What follows belongs to an exercise in optimizing a design on an open flow for small area, a short achievable clock period and few clock cycles per item; a production flow would make more cautious choices.
The RTL was checked by simulation tests, not by an equivalence proof against the original design.
Power figures rest on the tool's default switching activity, not on a simulated workload.

== v37 ==
## preemptive_priority_task_scheduler_unit
module preemptive_priority_task_scheduler_unit #(
	parameter int MAX_TASKS = ppts_pkg::MAX_TASKS_DEF,
	parameter int TIME_BITS = ppts_pkg::TIME_BITS_DEF
) (
	input  logic                              clk,
	input  logic                              arst_n,
	input  logic                              s_tvalid,
	output logic                              s_tready,
	input  logic [ppts_pkg::IN_DATA_W-1:0]    s_tdata,
	input  logic                              s_tuser,
	output logic                              m_tvalid,
	input  logic                              m_tready,
	output logic [ppts_pkg::OUT_DATA_W-1:0]   m_tdata
);
	localparam int N   = MAX_TASKS;
	localparam int TW  = TIME_BITS;
	localparam int AW  = ppts_pkg::ARRIVAL_W;
	localparam int BW  = ppts_pkg::BURST_W;
	localparam int PW  = ppts_pkg::PRIO_W;
	localparam int CW  = $clog2(N + 1);
	localparam int IW  = (N > 1) ? $clog2(N) : 1;
	localparam int RW  = ppts_pkg::TASK_NR_W;
	logic [TW-1:0]          t_q;        
	logic [TW-1:0]          tn_q;       
	logic [CW-1:0]          loaded_q;
	logic [N-1:0]           live_q;
	logic [N-1:0]           arrived_q;
	logic [N-1:0]           started_q;
	logic [N-1:0][AW-1:0]   arr_q;
	logic [N-1:0][AW:0]     due_q;      
	logic [N-1:0][BW-1:0]   rem_q;
	logic [N-1:0]           c_oh_q;     
	logic [BW-1:0]          c_raw_q;    
	logic [N-1:0][PW-1:0]   prio_q;
  ...
Settings: LEC_CHECK=0, CAP_MARGIN=20, CORE_MARGIN=2, CORE_UTILIZATION=55, PLACE_DENSITY=0.65, SETUP_SLACK_MARGIN=3.4, SLEW_MARGIN=20, TNS_END_PERCENT=10; clock period 6.0 ns.
run.sh (not shown) runs the stock make flow with config.mk's settings and CLKGATE_MAP_FILE= SYNTH_SCRIPT=/design/flow/synth_recipe.tcl, a recipe that flattens the netlist after the stock synthesis.
Testbench counts of v37, summed over its fixed seeds: cycles 5,624, items 5,600.
What v14 does differently from v37 at the input level:
# v37
export LEC_CHECK = 0
export CAP_MARGIN = 20
export CORE_MARGIN = 2
export CORE_UTILIZATION = 55
export PLACE_DENSITY = 0.65
export SETUP_SLACK_MARGIN = 3.4
export SLEW_MARGIN = 20
export TNS_END_PERCENT = 10
create_clock -name core_clock -period 6.0 [get_ports {clk}]
# v14
export LEC_CHECK = 0
export CAP_MARGIN = 20
export CORE_MARGIN = 2
export CORE_UTILIZATION = 40
export SETUP_SLACK_MARGIN = 3.4
export SLEW_MARGIN = 20
create_clock -name core_clock -period 6.0 [get_ports {clk}]
==> comparison <==
- Changes observed in v14 relative to v37: required time of the critical path has decreased, total number of placement rows rose by 23.
- v14 reached the end of the flow, and the finished layout is clean on the timing, DRC and antenna checks.
- In v14 relative to v37, total clock buffers created by CTS had gone down slightly.
- ~same multi-input logic cell count in v14 and v37

* * *

the baseline:
preemptive_priority_task_scheduler_unit again, from the RTL that the note above started with.
Settings: LEC_CHECK=0, CAP_MARGIN=20, CORE_MARGIN=2, CORE_UTILIZATION=40, CTS_BUF_LIST=sky130_fd_sc_hd__clkbuf_16, CTS_CLUSTER_DIAMETER=60, CTS_CLUSTER_SIZE=24, SETUP_SLACK_MARGIN=3.4, SLEW_MARGIN=20; clock period 6.0 ns.
Finished, but not clean: the baseline, with max-capacitance violations, max-slew violations.
Testbench counts of the baseline, summed over its fixed seeds: cycles 5,624, items 5,600.
The following lists how the candidate was set up differently from the baseline:
- a deleted CTS_CLUSTER_SIZE that had been 24
- a change of CORE_UTILIZATION from 40 to 55
- an added PLACE_DENSITY of 0.65
- a deleted CTS_CLUSTER_DIAMETER that had been 60
- a deleted CTS_BUF_LIST that had been sky130_fd_sc_hd__clkbuf_16
- a change of SETUP_SLACK_MARGIN from 3.4 to 3.0
--- outcome ---
The final layout from the candidate, which completed every stage, passed the timing, DRC and antenna checks at the end of the flow.
Although it ran to completion, the baseline produced a layout that fails the final checks because of max-capacitance violations, max-slew violations.
Diff the baseline -> the candidate: multi-input gate area in the final layout decreased 16%; first-pass GRT wire length decreased 57000 um.
The baseline → the candidate: setup slack after layout fell 17 ps; leakage power figure saw a decrease; overall fraction of global-route tracks in use has increased; share of cell area taken by multi-input logic gates fell by 1.2 points; final net count fell 532.
Of the baseline and the candidate, the candidate shows the lower portion of the layout cell area used by non-clock buffers, with the baseline above it.
Relative to the baseline, the number of buffers added by the clock tree synthesis step of the candidate is higher by 40%.
Of the baseline and the candidate, the higher placed wire-length estimate belongs to the baseline.

[afterwards: timing with drivers on the ports]
No port has a modelled driver above. Below, the same layouts with a new extraction and two added sets of constraints.
Step 1: set_driving_cell puts a clkbuf_16 on clk and a buf_2 on each other input, an assumption about the parent block.
Step 2 moves the port delays by t, midway between the first and last clock arrival at a register: inputs arrive t later, outputs are due t later. That takes back most of the time a late clock gives input paths.
Three values: ideal, step 1, step 2; two values: the first two.
run	t (ns)	setup slack, ns	worst setup path after step 2
v37	0.909	2.917 / 2.917 / 2.189	input to register
v14	0.923	2.948 / 2.948 / 2.231	input to register
the baseline	0.893	2.928 / 2.928 / 2.167	input to register
the candidate	0.889	2.911 / 2.924 / 2.071	input to register
The setup slack of the candidate, which loses most, moves by +0.013 ns with the drivers and by -0.840 ns with both steps.
